From an optimization exercise on the open Yosys and OpenROAD flow, aimed at small area, a short achievable clock period and few clock cycles; shortcuts taken in it are not production practice. The RTL was checked by simulation tests, not by an equivalence proof against the original design. Power and IR drop assume default switching activity.

==> flow/design.v (excerpt) <==
module note_ring_led_pulse_encoder (
  input  logic        clk,
  input  logic        rst_n,
  input  logic        in_valid,
  output logic        in_ready,
  input  logic [3:0]  note_first,
  input  logic [3:0]  note_second,
  input  logic [3:0]  note_third,
  input  logic [3:0]  note_fourth,
  output logic        out_valid,
  input  logic        out_ready,
  output logic [3:0]  out_led_index,
  output logic [1:0]  out_color_channel,
  output logic [6:0]  out_level,
  output logic [31:0] out_pulse_pattern,
  output logic        out_last,
  input  logic        cfg_we,
  input  logic [6:0]  cfg_wdata
);
  localparam logic [6:0] BRIGHT_MAX   = 7'd100;
  localparam logic [6:0] BRIGHT_RESET = 7'd10;
  logic [6:0]  bright_r;
  logic [15:0] slots;
  logic [1:0]  nm1;
  logic        load;
  always_ff @(posedge clk) begin
    if (!rst_n) begin
      bright_r <= BRIGHT_RESET;
    end else if (cfg_we) begin
      bright_r <= (cfg_wdata > BRIGHT_MAX) ? BRIGHT_MAX : cfg_wdata;
    end
  end
  assign load = rst_n && in_valid && in_ready;
  nrle_merge u_merge (
    .codes ({note_fourth, note_third, note_second, note_first}),
    .slots (slots),
    .nm1   (nm1)
  );
  nrle_emit u_emit (
    .clk               (clk),
  ...
For scale: roughly 100 flip-flops, ~76 I/O pins.
Settings: LEC_CHECK=0, ABC_AREA=1, CAP_MARGIN=20, CORE_MARGIN=2, CORE_UTILIZATION=40, CTS_BUF_LIST=sky130_fd_sc_hd__clkbuf_8, SETUP_SLACK_MARGIN=4.3, SLEW_MARGIN=20; clock period 7.5 ns.
standard.sh (not shown) runs the stock make flow with config.mk's settings and CLKGATE_MAP_FILE= SYNTH_SCRIPT=/design/flow/synth_recipe.tcl, a recipe that flattens the netlist after the stock synthesis.
==> flow/flow/run.sh <==
#!/bin/bash
# The standard layout, with plain buf_1 cells as the port buffers (ORFS's
# buffer_ports otherwise picks clkdlybuf4s50_1 delay cells).
set -e
export BUFFER_PORTS_ARGS="-buffer_cell sky130_fd_sc_hd__buf_1"
bash standard.sh > standard.log 2>&1
Testbench counts at the start, summed over its fixed seeds: cycles 13,848.
Next try:
Settings changed: CORE_UTILIZATION 40 to 50.
Effect:
- critical path depth goes up by 8
- synthesized area does not change
- clock power decreases by 6.3%
- sequential share of layout area is higher by 0.21 points
- cell area goes down by 0.56%
- worst setup slack improves by 0.068 ns
- global-route usage came out higher by 5.4 points
- non-clock buffer count climbs by 2
- count of clock-buffer cells in the layout does not change
Next try:
Settings changed: GPL_TIMING_DRIVEN from default to 0.
Cell area goes up by 4.6%.
Total power rises by 4.4%.
Flip-flop and latch count is unchanged.
Next try:
Settings changed: ABC_AREA 1 to default, CORE_UTILIZATION 50 to 40, CTS_BUF_LIST sky130_fd_sc_hd__clkbuf_8 to default, GPL_TIMING_DRIVEN 0 to default, SETUP_SLACK_MARGIN 4.3 to 4.0.
Count of clock-buffer cells in the layout went up by 3.
Routed wire length falls by 4.9%.
Global-route usage falls by 6.7 points.
Non-clock buffer count is lower by 16.
Next try:
Settings changed: ABC_AREA from default to 1, CTS_BUF_LIST from default to sky130_fd_sc_hd__clkbuf_8, SETUP_SLACK_MARGIN 4.0 to 4.5.
First-iteration DRC count is lower by 2.6%.
Synthesized area climbs by 2.3%.
Total power grows by 32%.
Utilization went up by 4.7 points.
Next try:
Settings changed: CORE_UTILIZATION 40 to 58, SETUP_SLACK_MARGIN 4.5 to 4.3.
Result:
- worst setup slack improved by 0.051 ns
- via count shrinks by 1.9%
- routed wire length shrinks by 8.6%
- cell area shrinks by 12%
- non-clock buffer count shrinks by 52
- maximum frequency grows by 1.6%
- core utilization grows by 15 points
- die area shrinks by 30%


Another version of the RTL of note_ring_led_pulse_encoder (not shown whole).
Size in the first run: ~76 I/O pins, about 0.0069 mm^2 of cells after synthesis.
export LEC_CHECK = 0
export ABC_AREA = 1
export CAP_MARGIN = 20
export CORE_MARGIN = 2
export CORE_UTILIZATION = 40
export CTS_BUF_LIST = sky130_fd_sc_hd__clkbuf_8
export SETUP_SLACK_MARGIN = 4.2
export SLEW_MARGIN = 20
create_clock -name core_clock -period 7.5 [get_ports {clk}]
Scripts as last shown in full above: flow/flow/run.sh
Testbench counts at the start, summed over its fixed seeds: cycles 13,848.
Next try:
--- a/flow/config.mk
+++ b/flow/config.mk
@@ -8 +7,0 @@
-export ABC_AREA = 1
@@ -12,2 +11 @@
-export CTS_BUF_LIST = sky130_fd_sc_hd__clkbuf_8
-export SETUP_SLACK_MARGIN = 4.2
+export SETUP_SLACK_MARGIN = 4.0
=>
- synthesized cell count decreases by 18%
- clock power increases by 18%
- combinational power decreases by 18%
- power decreases by 9.9%
- non-clock buffer count increases by 12
- utilization increases by 0.95 points
- clock skew decreases by 0.0089 ns
- routed wire length increases by 2.5%
Next try:
--- a/flow/config.mk
+++ b/flow/config.mk
@@ -10,0 +11 @@
+export CTS_BUF_LIST = sky130_fd_sc_hd__clkbuf_8
The changed run finished with timing, DRC and antenna clean. Count of clock-buffer cells in the layout stays the same. Core utilization shrinks by 0.57 points. Final area shrinks by 1.3%. Routed wire length shrinks by 0.51%. Via count came out lower by 1.4%. Worst setup slack gets worse by 0.0041 ns. Power came out lower by 3.8%. Sequential cell count stays the same.


note_ring_led_pulse_encoder with an RTL version that a note above also has.
Size: roughly 850 cells after synthesis, about 76 I/O pins.
Design note_ring_led_pulse_encoder, start of the top module:
module note_ring_led_pulse_encoder (
  input  logic        clk,
  input  logic        rst_n,
  input  logic        in_valid,
  output logic        in_ready,
  input  logic [3:0]  note_first,
  input  logic [3:0]  note_second,
  input  logic [3:0]  note_third,
  input  logic [3:0]  note_fourth,
  output logic        out_valid,
  input  logic        out_ready,
  output logic [3:0]  out_led_index,
  output logic [1:0]  out_color_channel,
  output logic [6:0]  out_level,
  output logic [31:0] out_pulse_pattern,
  output logic        out_last,
  input  logic        cfg_we,
  input  logic [6:0]  cfg_wdata
);
==> flow/config.mk <==
export PLATFORM = sky130hd
export DESIGN_NAME = note_ring_led_pulse_encoder
export DESIGN_NICKNAME = note_ring_led_pulse_encoder
export VERILOG_FILES = /design/flow/design.v
export SDC_FILE = /design/flow/constraint.sdc
export NUM_CORES = 4
export LEC_CHECK = 0
export ABC_AREA = 1
export CAP_MARGIN = 20
export CORE_MARGIN = 2
export CORE_UTILIZATION = 40
export CTS_BUF_LIST = sky130_fd_sc_hd__clkbuf_8
export SETUP_SLACK_MARGIN = 4.0
export SLEW_MARGIN = 20
==> flow/constraint.sdc <==
create_clock -name core_clock -period 7.5 [get_ports {clk}]
set_input_delay 1.5000 -clock core_clock [delete_from_list [all_inputs] [get_ports {clk}]]
set_output_delay 1.5000 -clock core_clock [all_outputs]
set_load 0.01 [all_outputs]
Scripts as last shown in full above: flow/flow/run.sh
The starting point passed the timing, design-rule and antenna checks.
Testbench counts at the start, summed over its fixed seeds: cycles 13,848.
==> next run, changes <==
CORE_UTILIZATION = 50   (was 40)
SETUP_SLACK_MARGIN = 4.4   (was 4.0)
Clock power rose by roughly a tenth.
Worst setup slack gains 0.18 ns.
Critical path depth stays the same.

-- port drivers added, routing unchanged --
In the flow no input, the clock included, has a driving cell. The finished layouts below were timed again as built, in two steps.
Step 1: set_driving_cell puts a clkbuf_16 on clk and a buf_2 on each other input, an assumption about the parent block.
Step 2 also shifts input and output timing later by t, the mid clock arrival at the registers, as if the neighbouring blocks saw the same clock.
Three values: no drivers, after step 1, after step 2; two values: the first two.
run | shift t [ns] | setup WS [ns] | cell pins on the clock port's net
the first run of note 1 | 0.408 | 4.355 / 4.318 / 4.173 | 1
the second run of note 1 | 0.408 | 4.423 / 4.393 / 4.236 | 1
the third run of note 1 | 0.407 | 4.395 / 4.369 / 4.157 | 1
the fourth run of note 1 | 0.392 | 4.066 / 4.066 / 3.905 | 1
the fifth run of note 1 | 0.411 | 4.329 / 4.290 / 4.304 | 1
the sixth run of note 1 | 0.389 | 4.380 / 4.350 / 4.141 | 1
the first run of note 2 | 0.399 | 4.288 / 4.288 / 4.248 | 1
the second run of note 2 | 0.393 | 4.103 / 4.103 / 3.885 | 1
the third run of note 2 | 0.410 | 4.099 / 4.099 / 3.907 | 1
the first run of note 3 | 0.404 | 4.208 / 4.192 / 4.069 | 1
the second run of note 3 | 0.407 | 4.388 / 4.388 / 4.041 | 1
After both steps every run listed still meets setup and hold. For the second run of note 3, which loses most, drivers alone change the setup slack by 0.000 ns; drivers and shift together by -0.347 ns.
